From an optimization exercise on the open Yosys and OpenROAD flow, aimed at small area, a short achievable clock period and few clock cycles per item; shortcuts taken in it are not production practice.
Function was checked by simulation only, so behaviour that the tests miss may differ from the original.

## polar_decoder
module polar_decoder
(
    input  wire                  clk,
    input  wire                  rst_n,
    input  wire                  module_en,
    input  wire  [192-1:0]  rdata,
    output logic [11-1:0]  raddr,
    output logic [6-1:0]  waddr,
    output logic [16-1:0]  wdata,
    output logic                 wen,
    output logic                 proc_done
);
export LEC_CHECK = 0
export ABC_AREA = 1
export CAP_MARGIN = 20
export CORE_MARGIN = 2
export CORE_UTILIZATION = 55
export PLACE_DENSITY = 0.75
export SETUP_SLACK_MARGIN = 3.75
export SLEW_MARGIN = 20
export TNS_END_PERCENT = 100
create_clock -name core_clock -period 10.0 [get_ports {clk}]
run.sh (not shown) runs the stock make flow with config.mk's settings and CLKGATE_MAP_FILE= SYNTH_SCRIPT=/design/flow/synth_recipe.tcl, a recipe that flattens the netlist after the stock synthesis.
Testbench counts at the start, summed over its fixed seeds: cycles 2,238, packets 760.
Then changed:
--- a/flow/config.mk
+++ b/flow/config.mk
@@ -12,2 +12 @@
-export PLACE_DENSITY = 0.75
-export SETUP_SLACK_MARGIN = 3.75
+export SETUP_SLACK_MARGIN = 4.5
Effect: Register-to-register slack gains 0.22 ns. Die area does not change. Routed wire length grows by 11%. Global-route usage increases by 2.8 points. Sequential share of layout area drops by 1.5 points.
Then changed:
--- a/flow/config.mk
+++ b/flow/config.mk
@@ -8 +7,0 @@
-export ABC_AREA = 1
@@ -12 +11,2 @@
-export SETUP_SLACK_MARGIN = 4.5
+export PLACE_DENSITY = 0.75
+export SETUP_SLACK_MARGIN = 4.0
First-iteration DRC count is lower by 7.7%. Worst setup slack gets worse by 1.8 ns. Cell area is higher by 1.6%. Area after synthesis is lower by 1.6%. Wire length is lower by 6.0%. Critical path depth is lower by 1. Non-clock buffer count is higher by 146. Hold slack barely changes.
Then changed:
--- a/flow/config.mk
+++ b/flow/config.mk
@@ -8 +8,2 @@
-export CAP_MARGIN = 20
+export ABC_AREA = 1
+export CAP_MARGIN = 10
@@ -11 +12 @@
-export PLACE_DENSITY = 0.75
+export PLACE_DENSITY = 0.8
@@ -13 +14 @@
-export SLEW_MARGIN = 20
+export SLEW_MARGIN = 10
Result:
- clock skew barely changes
- wire length went down by 4.0%
- synthesized cell count went up by 24%
- count of clock-buffer cells in the layout went up by 15
- setup slack gets better by 1.8 ns
- critical path depth went up by 7
- global-route usage went down by 1.5 points

polar_decoder again, from the RTL that the note above started with.
Design polar_decoder, start of the top module:
module polar_decoder
(
    input  wire                  clk,
    input  wire                  rst_n,
    input  wire                  module_en,
    input  wire  [192-1:0]  rdata,
    output logic [11-1:0]  raddr,
    output logic [6-1:0]  waddr,
    output logic [16-1:0]  wdata,
    output logic                 wen,
    output logic                 proc_done
);
export LEC_CHECK = 0
export ABC_AREA = 1
export CAP_MARGIN = 20
export CORE_MARGIN = 2
export CORE_UTILIZATION = 55
export GPL_ROUTABILITY_DRIVEN = 0
export PLACE_DENSITY = 0.75
export SETUP_SLACK_MARGIN = 4.0
export SLEW_MARGIN = 20
export TNS_END_PERCENT = 100
create_clock -name core_clock -period 10.0 [get_ports {clk}]
Testbench counts at the start, summed over its fixed seeds: cycles 2,238, packets 760.
Edit:
- CAP_MARGIN: 20 -> 10
- GPL_ROUTABILITY_DRIVEN: 0 -> not set
- SLEW_MARGIN: 20 -> 10
Outcome: The changed run finished with timing, DRC and antenna clean; setup slack gains 0.22 ns; wire length is higher by 3.4%; die area is unchanged; register-to-register slack gets better by 0.22 ns; count of clock-buffer cells in the layout decreases by 2; hold slack gains 0.0042 ns.
Edit:
- CAP_MARGIN: 10 -> 20
- CORE_UTILIZATION: 55 -> 50
- PLACE_DENSITY: 0.75 -> 0.7
- SLEW_MARGIN: 10 -> 20
The changed run completed with no timing, DRC or antenna violations. Final cell count came out higher by 1.3%. Die area grows by 9.9%. Routed wire length went up by 2.4%. Fmax falls by 0.53%. Sequential share of layout area is lower by 0.13 points. Count of clock-buffer cells in the layout increases by 7. Core utilization went down by 5.5 points.
Edit:
- CORE_UTILIZATION: 50 -> 62
- PLACE_DENSITY: 0.7 -> 0.8
Routed wire length grows by about 1.7%.
Die area is lower by about 20%.
Hold slack loses 0.0039 ns.
Utilization grows by 14 points.
Area after synthesis stays the same.
Clock-buffer cell count decreases by 6.
First-iteration DRC count goes up by about 40%.
Cell count is lower by about 2.8%.
Edit:
- CORE_UTILIZATION: 62 -> 55
- PLACE_DENSITY: 0.8 -> 0.75
The new run completed with no timing, DRC or antenna violations. Die area rises by 13%. Via count falls by 3.0%. Routed wire length falls by 3.8%. Setup slack improved by 0.11 ns. Cell count rises by 1.4%. Global-route usage falls by 5.2 points. Synthesized cell count stays the same.
Edit:
- CAP_MARGIN: 20 -> 10
- SETUP_SLACK_MARGIN: 4.0 -> 4.25
- SLEW_MARGIN: 20 -> 10
The new run ran to the end with no violations.
Worst hold slack hardly moves.
Core utilization came out higher by 2.1 points.
Worst setup slack improves by 0.036 ns.
Non-clock buffer count came out higher by 73.
Wire length came out higher by a few percent.
Clock skew barely changes.
Count of clock-buffer cells in the layout stays the same.
Design area came out higher by a few percent.
Final cell count came out higher slightly.

re-timing with driven ports:
Ports are ideal in the flow. The routed layouts listed here were re-timed in OpenROAD. Step 1 assumes that a clkbuf_16 drives the clock port and a buf_2 every other input. Step 2 times the ports against the registers' clock, not the clock port: input delays grow and output delays shrink by t, the midpoint of the rising clock arrivals with the driver on. Slacks: no drivers / after step 1 / after step 2; pairs: no drivers / after step 1.
run	t, ns	slack for setup (ns)	hold slack, ns	worst setup path at the end
the first run of note 1	0.742	3.951 / 3.951 / 3.722	0.318 / 0.318 / 0.318	input to register
the second run of note 1	0.742	4.169 / 4.169 / 4.125	0.308 / 0.308 / 0.308	input to register
the third run of note 1	0.740	2.343 / 2.343 / 2.343	0.311 / 0.311 / 0.311	register to register
the fourth run of note 1	0.729	4.101 / 4.101 / 3.671	0.302 / 0.302 / 0.302	input to register
the first run of note 2	0.738	3.942 / 3.942 / 3.683	0.315 / 0.315 / 0.315	input to register
the second run of note 2	0.739	4.162 / 4.162 / 3.762	0.319 / 0.319 / 0.319	input to register
the third run of note 2	0.730	4.131 / 4.131 / 3.747	0.315 / 0.315 / 0.315	input to register
the fourth run of note 2	0.734	4.036 / 4.036 / 3.695	0.311 / 0.311 / 0.311	input to register
the fifth run of note 2	0.739	4.143 / 4.143 / 3.764	0.318 / 0.318 / 0.318	input to register
the sixth run of note 2	0.744	4.179 / 4.179 / 3.938	0.318 / 0.318 / 0.318	input to register
After both steps every run listed still meets setup and hold. For the fourth run of note 1, which loses most, drivers alone change the setup slack by 0.000 ns; drivers and shift together by -0.430 ns.
